What follows belongs to an exercise in optimizing a design on an open flow for small area and a short achievable clock period; a production flow would make more cautious choices. Where RTL was checked, it was by simulation tests only, not by an equivalence proof against the original. Power and IR drop assume default switching activity.

Setup of wip/raven:
Design fir_filter, start of the top module:
module fir_filter
(
	input  logic        clk,
	input  logic        arst_n,  
	input  logic [15:0] x,       
	output logic [15:0] y        
);
	logic        sr;   
	logic [15:0] vr;   
	logic [17:0] r3r;  
	logic [18:0] r5r;  
	logic [14:0] zs0;
	logic [3:0] zc0;
	logic [14:0] zs1;
	logic [3:0] zc1;
	logic [14:0] zs2;
	logic [3:0] zc2;
	logic [14:0] zs3;
	logic [3:0] zc3;
	logic [14:0] zs4;
	logic [3:0] zc4;
	logic [14:0] zs5;
	logic [3:0] zc5;
	logic [14:0] zs6;
	logic [3:0] zc6;
	logic [14:0] zs7;
	logic [3:0] zc7;
	logic [14:0] zs8;
	logic [3:0] zc8;
	logic [14:0] zs9;
	logic [3:0] zc9;
	logic [14:0] zs10;
	logic [3:0] zc10;
	logic [14:0] zs11;
	logic [3:0] zc11;
	logic [14:0] zs12;
	logic [3:0] zc12;
	logic [14:0] zs13;
	logic [3:0] zc13;
	logic [14:0] zs14;
	logic [3:0] zc14;
	logic s411, c412;
	fir_ha u413 (.a(r3r[1]), .b(sr), .s(s411), .co(c412));
	logic i414;
	assign i414 = ~sr;
	logic s415, c416;
	fir_fa u417 (.a(vr[0]), .b(r3r[4]), .ci(i414), .s(s415), .co(c416));
	logic i418;
	assign i418 = ~r3r[0];
	logic s419, c420;
	fir_fa u421 (.a(vr[1]), .b(r3r[5]), .ci(i418), .s(s419), .co(c420));
	logic i422;
	assign i422 = ~r3r[1];
	logic s423, c424;
	fir_fa u425 (.a(vr[2]), .b(r3r[6]), .ci(i422), .s(s423), .co(c424));
	logic i426;
	assign i426 = ~r3r[2];
	logic s427, c428;
	fir_fa u429 (.a(vr[3]), .b(r3r[7]), .ci(i426), .s(s427), .co(c428));
	logic i430;
	assign i430 = ~r3r[3];
	logic s431, c432;
	fir_fa u433 (.a(vr[4]), .b(r3r[8]), .ci(i430), .s(s431), .co(c432));
	logic i434;
	assign i434 = ~r3r[4];
	logic s435, c436;
  ...
==> flow/config.mk <==
export PLATFORM = sky130hd
export DESIGN_NAME = fir_filter
export DESIGN_NICKNAME = fir_filter
export VERILOG_FILES = /design/flow/design.v
export SDC_FILE = /design/flow/constraint.sdc
export NUM_CORES = 4
export LEC_CHECK = 0
export CAP_MARGIN = 20
export CORE_MARGIN = 2
export CORE_UTILIZATION = 45
export CTS_CLUSTER_DIAMETER = 100
export CTS_CLUSTER_SIZE = 22
export PLACE_DENSITY = 0.65
export SLEW_MARGIN = 20
export SYNTH_HIERARCHICAL = 1
export SYNTH_MINIMUM_KEEP_SIZE = 0
==> flow/constraint.sdc <==
create_clock -name core_clock -period 12.0 [get_ports {clk}]
set_input_delay 2.4000 -clock core_clock [delete_from_list [all_inputs] [get_ports {clk}]]
set_output_delay 2.4000 -clock core_clock [all_outputs]
set_load 0.01 [all_outputs]
standard.sh (not shown) runs the stock make flow with config.mk's settings and CLKGATE_MAP_FILE= SYNTH_SCRIPT=/design/flow/synth_recipe.tcl, a recipe that flattens the netlist after the stock synthesis.
==> flow/flow/run.sh <==
#!/bin/bash
# Layout flow: the standard flow (standard.sh), with faster port buffers.
# The flow's port buffering picks a slow delay-cell buffer for every port; here
# buffer_ports is told to use a plain buffer instead. Everything else is standard.
set -e
cp standard.sh standard_sh_copy.log
export BUFFER_PORTS_ARGS="-buffer_cell sky130_fd_sc_hd__buf_2"
bash standard.sh > standard_run.log 2>&1
Input changes introduced in wip/willow (baseline for comparison: wip/raven):
Settings: CTS_CLUSTER_DIAMETER: 100 -> 90; CORE_UTILIZATION: 45 -> 40; CTS_CLUSTER_SIZE: 22 -> 24; PLACE_DENSITY: 0.65 -> 0.6.
## What came out
- wip/raven has a lower signed area change from the synthesized netlist to the final layout than wip/willow.
- Re pre-CTS setup slack: wip/willow is 0.066 ns up on wip/raven.
- Comparing total of fill cells in the finished design for wip/raven and wip/willow, the smaller number came from wip/raven.
- wip/raven → wip/willow: total I/O pin count saw little to no change, clock power increased by about 7% relative to the old numbers, wire length held.
- Summary of wip/willow over wip/raven: non-clock buffer count higher, worst hold slack went up 0.0032 ns.
- Looking only at clock buffer instance count of the final layout, and setting everything else aside, the higher value of wip/raven and wip/willow goes to wip/raven.
- wip/willow: no failed stages, no open violations at the end
- When wip/willow is measured against wip/raven, its share of power burned in the clock network turns out 0.6 points higher.
[inputs] wip/umber vs wip/willow
Settings: swapping 90 for 100 in CTS_CLUSTER_DIAMETER; putting CTS_BUF_LIST at sky130_fd_sc_hd__clkbuf_8 sky130_fd_sc_hd__clkbuf_16 where nothing was set; swapping 24 for 20 in CTS_CLUSTER_SIZE.
Findings:
Status: fraction of final layout cells sized beyond drive strength 1 parity (wip/umber, wip/willow)
Summary of wip/umber over wip/willow: routed length per placed instance has remained practically unchanged; routed wire length now sits higher; non-clock buffer count roughly the same; clock tree buffer count of the final layout fell by about 19%.
[wip/umber vs wip/willow] minimum clock period after layout: higher in wip/umber
wip/umber and wip/willow ended up with nearly the same final standard cell area without fillers.
Maximum frequency: wip/willow vs wip/umber — no meaningful difference
For wip/juniper, these inputs were changed with respect to wip/umber:
Settings: clearing CTS_CLUSTER_SIZE, which used to be 20; clearing CTS_BUF_LIST, which used to be sky130_fd_sc_hd__clkbuf_8 sky130_fd_sc_hd__clkbuf_16; clearing CTS_CLUSTER_DIAMETER, which used to be 100.
[summary]
No run among wip/umber and wip/juniper stopped early or left any final violation; all are clean. Diff wip/umber -> wip/juniper: fraction of met3 tracks used by global routing went up; CTS clock-pin slew for the worst setup and hold paths moved down; sum of routed wire length over all layers has increased; detailed route wirelength on metal3 up about 28%.


job 3203:
fir_filter again, from the RTL that the note above started with.
export LEC_CHECK = 0
export CAP_MARGIN = 20
export CORE_MARGIN = 2
export CORE_UTILIZATION = 60
export CTS_CLUSTER_DIAMETER = 100
export CTS_CLUSTER_SIZE = 26
export PLACE_DENSITY = 0.75
export SLEW_MARGIN = 20
export SYNTH_HIERARCHICAL = 1
export SYNTH_MINIMUM_KEEP_SIZE = 0
create_clock -name core_clock -period 12.0 [get_ports {clk}]
Scripts as last shown in full above: flow/flow/run.sh
Input-level comparison between job 1880 and job 3203:
Settings: CTS_CLUSTER_SIZE now 24, was 26; CORE_UTILIZATION now 40, was 60; PLACE_DENSITY now 0.6, was 0.75; CTS_CLUSTER_DIAMETER now 110, was 100.
### Flow results
- Sequential cell fraction of total power across job 3203 and job 1880: no real change.
- From job 3203 to job 1880, synthesized area did not move at all.
- Between job 1880 and job 3203, it is job 1880 whose flip-flop and latch share of the layout cell area is lower, by 0.51 points.
- Job 1880 vs job 3203 on worst setup slack: job 1880 is the higher one.
Here is what was changed in the inputs of job 6272 compared with job 1880.
Settings: swapping 110 for 80 in CTS_CLUSTER_DIAMETER.
Job 6272 | status: complete | timing, DRC, antenna: pass
Job 6272 ended with less fraction of standard cell area that is sequential than job 1880.
Job 6272 vs. job 1880: detailed-routed wire length on met3 went down 5.0%; global-route wire length before repair level.
Job 6272 against job 1880: DRC marker count from the first detailed-route iteration has increased; maximum fanout along the worst path has increased; final clock period utilization by the worst path has decreased.
Wire length: job 1880 vs job 6272 — no meaningful difference
Delta (job 6272 minus job 1880): count of pins on the block boundary has remained practically unchanged; upper clock frequency limit picked up an extra 0.51%.
The net load switching power reported for job 6272 is greater than that of job 1880 by 1.7%.
[inputs] job 8028 vs job 6272
Settings: CTS_CLUSTER_SIZE: 24 -> 20; CTS_CLUSTER_DIAMETER: 80 -> 100.
## What came out
The flow did not stop early for job 8028: all stages ran, and the layout cleared the timing, design-rule and antenna checks. Job 6272: no failed stages, no open violations at the end. Clock buffer count (higher): job 8028. Core utilization: job 8028 lower than job 6272. The global-route usage of job 8028 and that of job 6272 are within noise of each other. Of job 8028 and job 6272, job 6272 shows the higher met3 capacity usage during global routing, with job 8028 below it. Relative area change from synthesis to final layout, job 8028 and job 6272: smaller value in job 8028.
Setup changes, job 8028 to job 9967
Settings: CTS_CLUSTER_SIZE now 22, was 20.
## What came out
- Diff job 9967..job 8028 | simple-gate share of the synthesized area | unchanged
- Job 9967 ends up with higher combinational fraction of design power than job 8028 does.
- [compare] base=job 8028 new=job 9967: power of the clock network shows a reduction of 5.9%; via count of the first global-routing pass shows no meaningful change; clock share of power shows a reduction of 0.5 points.
- In summary, job 9967 completed successfully, with a layout that passed the timing, design-rule and antenna checks.
- [compare] base=job 8028 new=job 9967: number of cell instances on the worst register-to-register path fell by 1; total leakage power went down 0.31%; largest voltage drop on the vdd net fell 0.79%.


Setup of build 6:
Another version of the RTL of fir_filter (not shown whole).
Size: roughly 1500 cells after synthesis, about 340 flip-flops, roughly 34 I/O pins, roughly 0.023 mm^2 of cells after synthesis.
export LEC_CHECK = 0
export CAP_MARGIN = 20
export CORE_MARGIN = 2
export CORE_UTILIZATION = 40
export PLACE_DENSITY = 0.6
export SLEW_MARGIN = 20
export SYNTH_HIERARCHICAL = 1
export SYNTH_MINIMUM_KEEP_SIZE = 0
create_clock -name core_clock -period 12.0 [get_ports {clk}]
Scripts as last shown in full above: flow/flow/run.sh
## Diff of input files: build 62 against build 6
==> flow/run.sh (new file) <==
#!/bin/bash
# synth_recipe.tcl (not shown) runs the flow's synth.tcl, then flattens the netlist and writes it again
# the make line also repeats each setting of config.mk as NAME=value (left out here)
make -C /OpenROAD-flow-scripts/flow DESIGN_CONFIG=/design/flow/config.mk WORK_HOME=/design/flow/orfs CLKGATE_MAP_FILE= SYNTH_SCRIPT=/design/flow/synth_recipe.tcl finish
removed: flow/flow/run.sh
removed: flow/standard.sh
## What came out
When build 62 is measured against build 6, its total routed wire length on the met1 layer turns out 2.8% lower. Per the comparison of build 62 with build 6, layout overhead on the synthesized area increased by 0.68 points relative to the old numbers, final critical-path required period increased by 370 ps relative to the old numbers, final standard cell area without fillers increased by about 0.6% relative to the old numbers.
Relative to build 62, the following input files were edited for build 48:
- SLEW_MARGIN changed from 20 to 80
- CAP_MARGIN changed from 20 to 50
==> flow/flow/run.sh (new file) <==
#!/bin/bash
# Layout flow: the standard flow (standard.sh), with faster port buffers.
# The flow's port buffering picks a slow delay-cell buffer for every port; here
# buffer_ports is told to use a plain buffer instead. Everything else is standard.
set -e
cp standard.sh standard_sh_copy.log
export BUFFER_PORTS_ARGS="-buffer_cell sky130_fd_sc_hd__buf_2"
bash standard.sh > standard_run.log 2>&1
==> flow/standard.sh (new file) <==
#!/bin/bash
# synth_recipe.tcl (not shown) runs the flow's synth.tcl, then flattens the netlist and writes it again
# the make line also repeats each setting of config.mk as NAME=value (left out here)
make -C /OpenROAD-flow-scripts/flow DESIGN_CONFIG=/design/flow/config.mk WORK_HOME=/design/flow/orfs CLKGATE_MAP_FILE= SYNTH_SCRIPT=/design/flow/synth_recipe.tcl "${@:-finish}"
removed: flow/run.sh
Results
- Taking build 62 as the reference, in build 48 area fraction of clock buffers and clock inverters lower, clock group total power lower.
- Delta (build 48 minus build 62): number of cells on the worst reg-to-reg path moved up; register cell area after layout moved up; largest vdd supply drop moved up; pre-CTS setup slack moved up; ratio of cells with drive above 1 in the final layout moved up.
- Side by side, number of global-route vias before repair turned out higher in build 48 than in build 62.
No run of this note included a check of the RTL's function; only the layout flow was run.

[separate check: timing with driven ports]
Ports are ideal in the flow. The routed layouts listed here were re-timed in OpenROAD.
Step 1 (the two cells are an assumption about what drives the block):
set clk [get_ports {clk}]
set_driving_cell -lib_cell sky130_fd_sc_hd__clkbuf_16 $clk
set_driving_cell -lib_cell sky130_fd_sc_hd__buf_2 [delete_from_list [all_inputs] $clk]
Step 2 adds t to the input delays and takes it off the output delays; t is the mean of the earliest and latest rising clock arrival at the registers after step 1. Input paths then give back, and output paths get back, about the clock's delay inside the block.
a / b / c = ideal / step 1 / step 2; a / b = the first two.
run | t, ns | setup slack, ns | worst hold slack (ns)
wip/raven | 0.595 | 7.909 / 7.909 / 7.475 | 0.488 / 0.488 / 0.488
wip/willow | 0.591 | 8.003 / 8.003 / 7.561 | 0.491 / 0.491 / 0.491
wip/umber | 0.603 | 7.998 / 7.998 / 7.563 | 0.487 / 0.487 / 0.487
wip/juniper | 0.605 | 7.991 / 7.991 / 7.571 | 0.483 / 0.483 / 0.483
job 3203 | 0.581 | 7.837 / 7.838 / 7.258 | 0.489 / 0.489 / 0.489
job 1880 | 0.603 | 7.976 / 7.976 / 7.560 | 0.486 / 0.486 / 0.486
job 6272 | 0.614 | 7.996 / 7.996 / 7.563 | 0.482 / 0.482 / 0.482
job 8028 | 0.603 | 7.996 / 7.996 / 7.566 | 0.487 / 0.487 / 0.487
job 9967 | 0.593 | 8.019 / 8.019 / 7.566 | 0.489 / 0.489 / 0.489
build 6 | 0.603 | 7.754 / 7.754 / 7.294 | 0.466 / 0.466 / 0.466
build 62 | 0.607 | 7.382 / 7.414 / 6.806 | 0.472 / 0.472 / 0.472
build 48 | 0.611 | 7.722 / 7.747 / 7.135 | 0.471 / 0.471 / 0.471
After both steps every run listed still meets setup and hold. For build 48, which loses most, drivers alone change the setup slack by +0.025 ns; drivers and shift together by -0.587 ns. Setup slack includes reset recovery checks.
